What follows belongs to an exercise in optimizing a design on an open flow for small area, a short achievable clock period and few clock cycles; a production flow would make more cautious choices. At most, simulation tests tie the RTL to the original design; equivalence was not proved. Power figures rest on the tool's default switching activity, not on a simulated workload.

==> build 74 <==
==> flow/design.v <==
package bfrv_pkg;
  localparam int unsigned MODE_W   = 2;
  localparam int unsigned VALUE_W  = 32;
  localparam int unsigned STATUS_W = 2;
  localparam int unsigned OCC_W    = 5;
  localparam int unsigned LIMIT_W  = 5;
  localparam int unsigned DEPTH_DEF      = 16;
  localparam int unsigned DATA_WIDTH_DEF = 32;
  localparam logic [LIMIT_W-1:0] LIMIT_RESET = 5'd16;
  localparam logic [MODE_W-1:0] MODE_PUSH   = 2'd0;
  localparam logic [MODE_W-1:0] MODE_POP    = 2'd1;
  localparam logic [MODE_W-1:0] MODE_REMOVE = 2'd2;
  localparam logic [STATUS_W-1:0] ST_DONE      = 2'd0;
  localparam logic [STATUS_W-1:0] ST_FULL      = 2'd1;
  localparam logic [STATUS_W-1:0] ST_EMPTY     = 2'd2;
  localparam logic [STATUS_W-1:0] ST_NOT_FOUND = 2'd3;
  typedef struct packed {
    logic [MODE_W-1:0]  mode;
    logic [VALUE_W-1:0] value;
  } req_t;
  typedef struct packed {
    logic [STATUS_W-1:0] status;
    logic [VALUE_W-1:0]  popped_value;
    logic [OCC_W-1:0]    occupancy;
  } rsp_t;
  typedef struct packed {
    logic load;     
    logic shift;    
    logic cmp_en;   
  } cell_ctrl_t;
endpackage
import bfrv_pkg::*;
module bfrv_cell #(
  parameter int unsigned DATA_WIDTH = DATA_WIDTH_DEF
) (
  input  logic                  clk_i,
  input  logic                  shift_i,     
  input  logic [DATA_WIDTH-1:0] prev_i,      
  input  logic [DATA_WIDTH-1:0] cmp_data_i,  
  output logic [DATA_WIDTH-1:0] data_o,
  output logic                  eq_o
);
  logic [DATA_WIDTH-1:0] data_q;
  always_ff @(posedge clk_i) begin
    if (shift_i) begin
      data_q <= prev_i;
    end
  end
  assign data_o = data_q;
  assign eq_o   = (data_q == cmp_data_i);
endmodule
import bfrv_pkg::*;
module bfrv_seek #(
  parameter int unsigned DEPTH = DEPTH_DEF
) (
  input  logic [DEPTH-1:0] req_i,
  output logic [DEPTH-1:0] onehot_o
);
  always_comb begin
    for (int i = 0; i < DEPTH; i++) begin
      onehot_o[i] = req_i[i];
      for (int j = i + 1; j < DEPTH; j++) begin
        onehot_o[i] = onehot_o[i] & ~req_i[j];
      end
    end
  end
endmodule
import bfrv_pkg::*;
module bounded_fifo_with_remove_by_value #(
  parameter int unsigned DEPTH      = DEPTH_DEF,
  parameter int unsigned DATA_WIDTH = DATA_WIDTH_DEF
) (
  input  logic               clk_i,
  input  logic               rst_ni,
  input  logic               cfg_we_i,
  input  logic [LIMIT_W-1:0] cfg_wdata_i,
  input  logic               in_valid_i,
  output logic               in_stall_o,
  input  logic [MODE_W+VALUE_W-1:0]          in_word_i,
  output logic               out_valid_o,
  input  logic               out_stall_i,
  output logic [STATUS_W+VALUE_W+OCC_W-1:0] out_word_o
);
  localparam int unsigned CNT_W = $clog2(DEPTH + 1);
  localparam int unsigned CMP_W = (CNT_W > LIMIT_W) ? CNT_W : LIMIT_W;
  localparam int unsigned RSP_W = STATUS_W + VALUE_W + OCC_W;
  logic [MODE_W-1:0]     mode0;
  logic [DATA_WIDTH-1:0] val0;
  logic                  v1_q;
  logic [MODE_W-1:0]     mode1_q;
  logic [DATA_WIDTH-1:0] val1_q;
  logic [DEPTH-1:0]      m1_q;
  logic                  r1_free;
  logic                  stall_q;
  logic                  pr_q;         
  logic [DEPTH-1:0]      vld_q, vld_d;
  logic [DEPTH-1:0]      vld_next;          
  logic [CNT_W-1:0]      cnt_q, cnt_d;
  logic [LIMIT_W-1:0]    limit_q;
  logic                  room_q, room_d;    
  logic                  any_q, any_d;      
  logic [DATA_WIDTH-1:0] cell_data [DEPTH];
  logic [DEPTH-1:0]      cell_eq;
  logic [DEPTH-1:0]      below_full;        
  logic [DEPTH-1:0]      shift_en;
  logic [DEPTH-1:0]      m_next;
  logic                  eq01;
  logic                  fire;
  logic                  is_push, is_pop, is_remove;
  logic                  push_ok, dec;
  logic [DEPTH-1:0]      old_q, old_d;      
  logic [DEPTH-1:0]      next_old;          
  logic                  old_clr;
  logic [DEPTH-1:0]      hit_oh, hit_vec, clr;
  logic                  found;
  logic                  room_inc, room_dec;
  logic [STATUS_W-1:0]   res_status;
  logic [VALUE_W-1:0]    res_value;
  logic [RSP_W-1:0]      res;
  logic                  ov_q, sv_q, sv_d;
  logic [RSP_W-1:0]      ow_q, sw_q;
  logic                  deliver;
  assign r1_free    = ~stall_q;
  assign in_stall_o = stall_q;
  assign mode0      = in_word_i[MODE_W+VALUE_W-1:VALUE_W];
  assign val0       = DATA_WIDTH'(in_word_i[VALUE_W-1:0]);
  assign eq01       = (val0 == val1_q);
  for (genvar i = 0; i < DEPTH; i++) begin : g_fwd
    if (i == 0) begin : g_first
      assign m_next[i] = shift_en[i] ? eq01 : cell_eq[i];
    end else begin : g_rest
      assign m_next[i] = shift_en[i] ? cell_eq[i-1] : cell_eq[i];
    end
  end
  always_ff @(posedge clk_i or negedge rst_ni) begin
    if (!rst_ni) begin
      v1_q <= 1'b0;
    end else if (r1_free) begin
      v1_q <= in_valid_i;
    end
  end
  always_ff @(posedge clk_i) begin
    if (r1_free) begin
      mode1_q <= mode0;
      val1_q  <= val0;
      m1_q    <= m_next & vld_next;
    end
  end
  assign fire      = v1_q & ~sv_q;
  assign is_push   = (mode1_q == MODE_PUSH);
  assign is_pop    = (mode1_q == MODE_POP);
  assign is_remove = (mode1_q == MODE_REMOVE);
  assign push_ok   = pr_q & ~sv_q;
  always_comb begin
    for (int i = 0; i < DEPTH; i++) begin
      below_full[i] = 1'b1;
      for (int j = 0; j < i; j++) begin
        below_full[i] = below_full[i] & vld_q[j];
      end
    end
  end
  assign shift_en = {DEPTH{push_ok}} & below_full;
  for (genvar i = 0; i < DEPTH; i++) begin : g_cell
    logic [DATA_WIDTH-1:0] prev;
    if (i == 0) begin : g_first
      assign prev = val1_q;
    end else begin : g_rest
      assign prev = cell_data[i-1];
    end
    bfrv_cell #(
      .DATA_WIDTH (DATA_WIDTH)
    ) u_cell (
      .clk_i      (clk_i),
      .shift_i    (shift_en[i]),
      .prev_i     (prev),
      .cmp_data_i (val0),
      .data_o     (cell_data[i]),
      .eq_o       (cell_eq[i])
    );
  end
  bfrv_seek #(.DEPTH(DEPTH)) u_next_old (
    .req_i    (vld_q & ~old_q),
    .onehot_o (next_old)
  );
  assign old_clr = (is_pop & any_q) | (is_remove & ((m1_q & old_q) != '0));
  always_comb begin
    old_d = old_q;
    if (is_push && room_q) begin
      if (!any_q) begin
        old_d = DEPTH'(1);
      end else begin
        for (int i = 1; i < DEPTH; i++) begin
          old_d[i] = below_full[i] ? old_q[i-1] : old_q[i];
        end
        old_d[0] = 1'b0;
      end
    end else if (old_clr) begin
      old_d = next_old;
    end
  end
  always_ff @(posedge clk_i or negedge rst_ni) begin
    if (!rst_ni) begin
      old_q <= '0;
    end else if (fire) begin
      old_q <= old_d;
    end
  end
  assign hit_vec = m1_q;
  assign found   = |hit_vec;
  bfrv_seek #(.DEPTH(DEPTH)) u_hit (
    .req_i    (hit_vec),
    .onehot_o (hit_oh)
  );
  always_comb begin
    clr = '0;
    if (is_pop)    clr = old_q;
    if (is_remove) clr = hit_oh;
  end
  always_comb begin
    for (int i = 0; i < DEPTH; i++) begin
      if (shift_en[i]) begin
        vld_d[i] = (i == 0) ? 1'b1 : vld_q[(i == 0) ? 0 : i-1];
      end else begin
        vld_d[i] = vld_q[i] & ~clr[i];
      end
    end
  end
  always_comb begin
    res_value = '0;
    for (int i = 0; i < DEPTH; i++) begin
      res_value = res_value | ({VALUE_W{old_q[i]}} & VALUE_W'(cell_data[i]));
    end
    if (!is_pop) res_value = '0;
  end
  assign dec      = (is_pop & any_q) | (is_remove & found);
  assign room_inc = (CNT_W'(cnt_q + CNT_W'(1)) < CNT_W'(DEPTH))
                    & (CMP_W'(cnt_q + CNT_W'(1)) < CMP_W'(limit_q));
  assign room_dec = (CMP_W'(cnt_q) <= CMP_W'(DEPTH)) & (CMP_W'(cnt_q) <= CMP_W'(limit_q));
  always_comb begin
    cnt_d  = cnt_q;
    room_d = room_q;
    any_d  = any_q;
    if (is_push && room_q) begin
      cnt_d  = cnt_q + CNT_W'(1);
      room_d = room_inc;
      any_d  = 1'b1;
    end else if (dec) begin
      cnt_d  = cnt_q - CNT_W'(1);
      room_d = room_dec;
      any_d  = (cnt_q != CNT_W'(1));
    end
  end
  always_comb begin
    res_status = ST_DONE;
    if (is_push && !room_q)      res_status = ST_FULL;
    if (is_pop && !any_q)        res_status = ST_EMPTY;
    if (is_remove && !found)     res_status = ST_NOT_FOUND;
  end
  assign res = {res_status, res_value, OCC_W'(cnt_d)};
  assign vld_next = fire ? vld_d : vld_q;
  always_ff @(posedge clk_i or negedge rst_ni) begin
    if (!rst_ni) begin
      vld_q <= '0;
      cnt_q <= '0;
      any_q <= 1'b0;
    end else if (fire) begin
      vld_q <= vld_d;
      cnt_q <= cnt_d;
      any_q <= any_d;
    end
  end
  always_ff @(posedge clk_i or negedge rst_ni) begin
    if (!rst_ni) begin
      limit_q <= LIMIT_RESET;
    end else if (cfg_we_i) begin
      limit_q <= cfg_wdata_i;
    end
  end
  logic room_next;
  always_comb begin
    room_next = room_q;
    if (cfg_we_i) begin
      room_next = (cnt_q < CNT_W'(DEPTH)) & (CMP_W'(cnt_q) < CMP_W'(cfg_wdata_i));
    end else if (fire) begin
      room_next = room_d;
    end
  end
  always_ff @(posedge clk_i or negedge rst_ni) begin
    if (!rst_ni) begin
      room_q <= 1'b1;
      pr_q   <= 1'b0;
    end else begin
      room_q <= room_next;
      if (r1_free) begin
        pr_q <= in_valid_i & (mode0 == MODE_PUSH) & room_next;
      end
    end
  end
  assign out_valid_o = ov_q;
  assign out_word_o  = ow_q;
  assign deliver     = ov_q & ~out_stall_i;
  always_comb begin
    sv_d = sv_q;
    if (sv_q) begin
      if (deliver) sv_d = 1'b0;
    end else if (fire && ov_q && !deliver) begin
      sv_d = 1'b1;
    end
  end
  always_ff @(posedge clk_i or negedge rst_ni) begin
    if (!rst_ni) begin
      ov_q    <= 1'b0;
      sv_q    <= 1'b0;
      stall_q <= 1'b0;
    end else begin
      sv_q <= sv_d;
      if (!ov_q || deliver) begin
        ov_q <= sv_q | fire;
      end
      stall_q <= sv_d & (r1_free ? in_valid_i : v1_q);
    end
  end
  always_ff @(posedge clk_i) begin
    if (!ov_q || deliver) begin
      ow_q <= sv_q ? sw_q : res;
    end
    if (!sv_q && fire && ov_q && !deliver) begin
      sw_q <= res;
    end
  end
endmodule
==> flow/flow/run.sh <==
#!/bin/bash
set -euo pipefail
export BUFFER_PORTS_ARGS="-buffer_cell sky130_fd_sc_hd__buf_2"
bash standard.sh > standard_flow.log 2>&1
==> flow/standard.sh <==
#!/bin/bash
# synth_recipe.tcl (not shown) runs the flow's synth.tcl, then flattens the netlist and writes it again
# the make line also repeats each setting of config.mk as NAME=value (left out here)
make -C /OpenROAD-flow-scripts/flow DESIGN_CONFIG=/design/flow/config.mk WORK_HOME=/design/flow/orfs CLKGATE_MAP_FILE= SYNTH_SCRIPT=/design/flow/synth_recipe.tcl "${@:-finish}"
==> flow/config.mk <==
export PLATFORM = sky130hd
export DESIGN_NAME = bounded_fifo_with_remove_by_value
export DESIGN_NICKNAME = bounded_fifo_with_remove_by_value
export VERILOG_FILES = /design/flow/design.v
export SDC_FILE = /design/flow/constraint.sdc
export NUM_CORES = 4
export LEC_CHECK = 0
export CAP_MARGIN = 20
export CORE_MARGIN = 2
export CORE_UTILIZATION = 40
export CTS_CLUSTER_DIAMETER = 80
export CTS_CLUSTER_SIZE = 22
export PLACE_DENSITY = 0.8
export SETUP_SLACK_MARGIN = 2.8
export SLEW_MARGIN = 20
export TNS_END_PERCENT = 0
==> flow/constraint.sdc <==
create_clock -name core_clock -period 5.0 [get_ports {clk_i}]
set_input_delay 1.0000 -clock core_clock [delete_from_list [all_inputs] [get_ports {clk_i}]]
set_output_delay 1.0000 -clock core_clock [all_outputs]
set_load 0.01 [all_outputs]
==> trial 57: changes against build 74 <==
==> flow/design.v, changed modules only <==
module bounded_fifo_with_remove_by_value #(
  parameter int unsigned DEPTH      = DEPTH_DEF,
  parameter int unsigned DATA_WIDTH = DATA_WIDTH_DEF
) (
  input  logic               clk_i,
  input  logic               rst_ni,
  input  logic               cfg_we_i,
  input  logic [LIMIT_W-1:0] cfg_wdata_i,
  input  logic               in_valid_i,
  output logic               in_stall_o,
  input  logic [MODE_W+VALUE_W-1:0]          in_word_i,
  output logic               out_valid_o,
  input  logic               out_stall_i,
  output logic [STATUS_W+VALUE_W+OCC_W-1:0] out_word_o
);
  localparam int unsigned CNT_W = $clog2(DEPTH + 1);
  localparam int unsigned CMP_W = (CNT_W > LIMIT_W) ? CNT_W : LIMIT_W;
  localparam int unsigned RSP_W = STATUS_W + VALUE_W + OCC_W;
  logic [MODE_W-1:0]     mode0;
  logic [DATA_WIDTH-1:0] val0;
  logic                  v1_q;
  logic [MODE_W-1:0]     mode1_q;
  logic [DATA_WIDTH-1:0] val1_q;
  logic [DEPTH-1:0]      m1_q;
  logic                  r1_free;
  logic                  stall_q;
  logic [DEPTH-1:0]      vld_q, vld_d;
  logic [CNT_W-1:0]      cnt_q, cnt_d;
  logic [LIMIT_W-1:0]    limit_q;
  logic                  room_q, room_d;    
  logic                  any_q, any_d;      
  logic [DATA_WIDTH-1:0] cell_data [DEPTH];
  logic [DEPTH-1:0]      cell_eq;
  logic [DEPTH-1:0]      below_full;        
  logic [DEPTH-1:0]      shift_en;
  logic [DEPTH-1:0]      m_next;
  logic                  eq01;
  logic                  fire;
  logic                  is_push, is_pop, is_remove;
  logic                  push_ok, dec;
  logic [DEPTH-1:0]      old_oh, hit_oh, hit_vec, clr;
  logic                  found;
  logic                  room_inc, room_dec;
  logic [STATUS_W-1:0]   res_status;
  logic [VALUE_W-1:0]    res_value;
  logic [RSP_W-1:0]      res;
  logic                  ov_q, sv_q, sv_d;
  logic [RSP_W-1:0]      ow_q, sw_q;
  logic                  deliver;
  assign r1_free    = ~stall_q;
  assign in_stall_o = stall_q;
  assign mode0      = in_word_i[MODE_W+VALUE_W-1:VALUE_W];
  assign val0       = DATA_WIDTH'(in_word_i[VALUE_W-1:0]);
  assign eq01       = (val0 == val1_q);
  for (genvar i = 0; i < DEPTH; i++) begin : g_fwd
    if (i == 0) begin : g_first
      assign m_next[i] = shift_en[i] ? eq01 : cell_eq[i];
    end else begin : g_rest
      assign m_next[i] = shift_en[i] ? cell_eq[i-1] : cell_eq[i];
    end
  end
  always_ff @(posedge clk_i or negedge rst_ni) begin
    if (!rst_ni) begin
      v1_q <= 1'b0;
    end else if (r1_free) begin
      v1_q <= in_valid_i;
    end
  end
  always_ff @(posedge clk_i) begin
    if (r1_free) begin
      mode1_q <= mode0;
      val1_q  <= val0;
      m1_q    <= m_next;
    end
  end
  assign fire      = v1_q & ~sv_q;
  assign is_push   = (mode1_q == MODE_PUSH);
  assign is_pop    = (mode1_q == MODE_POP);
  assign is_remove = (mode1_q == MODE_REMOVE);
  assign push_ok   = fire & is_push & room_q;
  always_comb begin
    for (int i = 0; i < DEPTH; i++) begin
      below_full[i] = 1'b1;
      for (int j = 0; j < i; j++) begin
        below_full[i] = below_full[i] & vld_q[j];
      end
    end
  end
  assign shift_en = {DEPTH{push_ok}} & below_full;
  for (genvar i = 0; i < DEPTH; i++) begin : g_cell
    logic [DATA_WIDTH-1:0] prev;
    if (i == 0) begin : g_first
      assign prev = val1_q;
    end else begin : g_rest
      assign prev = cell_data[i-1];
    end
    bfrv_cell #(
      .DATA_WIDTH (DATA_WIDTH)
    ) u_cell (
      .clk_i      (clk_i),
      .shift_i    (shift_en[i]),
      .prev_i     (prev),
      .cmp_data_i (val0),
      .data_o     (cell_data[i]),
      .eq_o       (cell_eq[i])
    );
  end
  bfrv_seek #(.DEPTH(DEPTH)) u_oldest (
    .req_i    (vld_q),
    .onehot_o (old_oh)
  );
  assign hit_vec = m1_q & vld_q;
  assign found   = |hit_vec;
  bfrv_seek #(.DEPTH(DEPTH)) u_hit (
    .req_i    (hit_vec),
    .onehot_o (hit_oh)
  );
  always_comb begin
    clr = '0;
    if (is_pop)    clr = old_oh;
    if (is_remove) clr = hit_oh;
  end
  always_comb begin
    for (int i = 0; i < DEPTH; i++) begin
      if (shift_en[i]) begin
        vld_d[i] = (i == 0) ? 1'b1 : vld_q[(i == 0) ? 0 : i-1];
      end else begin
        vld_d[i] = vld_q[i] & ~clr[i];
      end
    end
  end
  always_comb begin
    res_value = '0;
    for (int i = 0; i < DEPTH; i++) begin
      res_value = res_value | ({VALUE_W{old_oh[i]}} & VALUE_W'(cell_data[i]));
    end
    if (!is_pop) res_value = '0;
  end
  assign dec      = (is_pop & any_q) | (is_remove & found);
  assign room_inc = (CNT_W'(cnt_q + CNT_W'(1)) < CNT_W'(DEPTH))
                    & (CMP_W'(cnt_q + CNT_W'(1)) < CMP_W'(limit_q));
  assign room_dec = (CMP_W'(cnt_q) <= CMP_W'(DEPTH)) & (CMP_W'(cnt_q) <= CMP_W'(limit_q));
  always_comb begin
    cnt_d  = cnt_q;
    room_d = room_q;
    any_d  = any_q;
    if (is_push && room_q) begin
      cnt_d  = cnt_q + CNT_W'(1);
      room_d = room_inc;
      any_d  = 1'b1;
    end else if (dec) begin
      cnt_d  = cnt_q - CNT_W'(1);
      room_d = room_dec;
      any_d  = (cnt_q != CNT_W'(1));
    end
  end
  always_comb begin
    res_status = ST_DONE;
    if (is_push && !room_q)      res_status = ST_FULL;
    if (is_pop && !any_q)        res_status = ST_EMPTY;
    if (is_remove && !found)     res_status = ST_NOT_FOUND;
  end
  assign res = {res_status, res_value, OCC_W'(cnt_d)};
  always_ff @(posedge clk_i or negedge rst_ni) begin
    if (!rst_ni) begin
      vld_q <= '0;
      cnt_q <= '0;
      any_q <= 1'b0;
    end else if (fire) begin
      vld_q <= vld_d;
      cnt_q <= cnt_d;
      any_q <= any_d;
    end
  end
  always_ff @(posedge clk_i or negedge rst_ni) begin
    if (!rst_ni) begin
      limit_q <= LIMIT_RESET;
    end else if (cfg_we_i) begin
      limit_q <= cfg_wdata_i;
    end
  end
  always_ff @(posedge clk_i or negedge rst_ni) begin
    if (!rst_ni) begin
      room_q <= 1'b1;
    end else if (cfg_we_i) begin
      room_q <= (cnt_q < CNT_W'(DEPTH)) & (CMP_W'(cnt_q) < CMP_W'(cfg_wdata_i));
    end else if (fire) begin
      room_q <= room_d;
    end
  end
  assign out_valid_o = ov_q;
  assign out_word_o  = ow_q;
  assign deliver     = ov_q & ~out_stall_i;
  always_comb begin
    sv_d = sv_q;
    if (sv_q) begin
      if (deliver) sv_d = 1'b0;
    end else if (fire && ov_q && !deliver) begin
      sv_d = 1'b1;
    end
  end
  always_ff @(posedge clk_i or negedge rst_ni) begin
    if (!rst_ni) begin
      ov_q    <= 1'b0;
      sv_q    <= 1'b0;
      stall_q <= 1'b0;
    end else begin
      sv_q <= sv_d;
      if (!ov_q || deliver) begin
        ov_q <= sv_q | fire;
      end
      stall_q <= sv_d & (r1_free ? in_valid_i : v1_q);
    end
  end
  always_ff @(posedge clk_i) begin
    if (!ov_q || deliver) begin
      ow_q <= sv_q ? sw_q : res;
    end
    if (!sv_q && fire && ov_q && !deliver) begin
      sw_q <= res;
    end
  end
endmodule
CTS_CLUSTER_DIAMETER = default   (was 80)
CTS_CLUSTER_SIZE = default   (was 22)
PLACE_DENSITY = default   (was 0.8)
==> trial 32: changes against build 74 <==
--- a/flow/design.v
+++ b/flow/design.v
@@ -96,3 +96,2 @@
   logic [DEPTH-1:0]      vld_q, vld_d;
-  logic [DEPTH-1:0]      vld_next;          
   logic [CNT_W-1:0]      cnt_q, cnt_d;
@@ -145,3 +144,3 @@
       val1_q  <= val0;
-      m1_q    <= m_next & vld_next;
+      m1_q    <= m_next;
     end
@@ -207,3 +206,3 @@
   end
-  assign hit_vec = m1_q;
+  assign hit_vec = m1_q & vld_q;
   assign found   = |hit_vec;
@@ -259,3 +258,2 @@
   assign res = {res_status, res_value, OCC_W'(cnt_d)};
-  assign vld_next = fire ? vld_d : vld_q;
   always_ff @(posedge clk_i or negedge rst_ni) begin
==> build 2: changes against build 74 <==
--- a/flow/design.v
+++ b/flow/design.v
@@ -96,3 +96,2 @@
   logic [DEPTH-1:0]      vld_q, vld_d;
-  logic [DEPTH-1:0]      vld_next;          
   logic [CNT_W-1:0]      cnt_q, cnt_d;
@@ -145,3 +144,3 @@
       val1_q  <= val0;
-      m1_q    <= m_next & vld_next;
+      m1_q    <= m_next;
     end
@@ -207,3 +206,3 @@
   end
-  assign hit_vec = m1_q;
+  assign hit_vec = m1_q & vld_q;
   assign found   = |hit_vec;
@@ -259,3 +258,2 @@
   assign res = {res_status, res_value, OCC_W'(cnt_d)};
-  assign vld_next = fire ? vld_d : vld_q;
   always_ff @(posedge clk_i or negedge rst_ni) begin
GPL_TIMING_DRIVEN = 0   (was default)
SETUP_SLACK_MARGIN = 3.0   (was 2.8)
==> notes.md <==
Post-DR wirelength/cell: build 74 39.8 um; trial 32 41.2 um; trial 57 35.9 um; build 2 47.5 um
Post-Route Skew: build 74 39.8 ps; trial 32 32.1 ps; trial 57 30.6 ps; build 2 37.5 ps
Clock group: build 74 3.56 mW; trial 32 3.63 mW; trial 57 5.66 mW; build 2 4.02 mW
Kind of path behind the tightest hold check: build 74 reg -> reg; trial 32 reg -> reg; trial 57 reg -> reg; build 2 in -> async
Layout cell share with drive strength beyond 1: build 74 16.7%; trial 32 16.9%; trial 57 17.5%; build 2 22.5%
Master of the slowest instance on the critical path: build 74 xor2_1; trial 32 edfxtp_1; trial 57 or4_4; build 2 a31oi_1
Initial antenna violation count: build 74 9; trial 32 12; trial 57 9; build 2 19
Number of standard cells after synthesis: build 74 2352; trial 32 2343; trial 57 2495; build 2 2343
Status: build 74 timing/DRC/antenna clean; trial 32 timing/DRC/antenna clean; trial 57 timing/DRC/antenna clean; build 2 timing/DRC/antenna clean
Number of distinct library cells after synthesis: build 74 66; trial 32 73; trial 57 61; build 2 73
Total power of the final layout: build 74 15.0 mW; trial 32 15.5 mW; trial 57 14.5 mW; build 2 17.1 mW
Net count after synthesis: build 74 2413; trial 32 2404; trial 57 2556; build 2 2404
Aggregate routed wire length: build 74 139 mm; trial 32 144 mm; trial 57 134 mm; build 2 172 mm
Routed via count divided by cell count: build 74 6.90; trial 32 6.94; trial 57 6.41; build 2 6.87
Testbench counts of trial 57, summed over its fixed seeds: cycles 12,016.
Testbench counts of trial 32, summed over its fixed seeds: cycles 12,016.
Testbench counts of build 2, summed over its fixed seeds: cycles 12,016.
Only the layout flow was run in build 74; the RTL was not checked for function there.

## static timing again, ports no longer ideal
The flow's constraints put no driver on any port. The routed layouts listed below were extracted and timed again, unchanged, in two steps. Step 1 (the two cells are an assumption about what drives the block):
set clk [get_ports {clk_i}]
set_driving_cell -lib_cell sky130_fd_sc_hd__clkbuf_16 $clk
set_driving_cell -lib_cell sky130_fd_sc_hd__buf_2 [delete_from_list [all_inputs] $clk]
Step 2 moves the port delays by t, midway between the first and last clock arrival at a register: inputs arrive t later, outputs are due t later. That takes back most of the time a late clock gives input paths. Three values: no drivers, after step 1, after step 2; two values: the first two.
run | t, ns | setup WS [ns] | worst hold slack (ns) | latest minus earliest clock arrival (ns) | pins driven straight from the clock port
build 74 | 0.668 | 2.330 / 2.305 / 1.637 | 0.477 / 0.461 / 0.477 | 0.046 / 0.045 | 1
trial 57 | 0.701 | 2.264 / 2.244 / 1.543 | 0.464 / 0.429 / 0.464 | 0.036 / 0.036 | 1
trial 32 | 0.679 | 2.580 / 2.580 / 1.949 | 0.478 / 0.461 / 0.478 | 0.035 / 0.035 | 1
build 2 | 0.683 | 2.223 / 2.223 / 1.617 | 0.433 / 0.385 / 0.478 | 0.039 / 0.039 | 1
After both steps every run listed still meets setup and hold. The setup slack of trial 57, which loses most, moves by -0.020 ns with the drivers and by -0.721 ns with both steps.
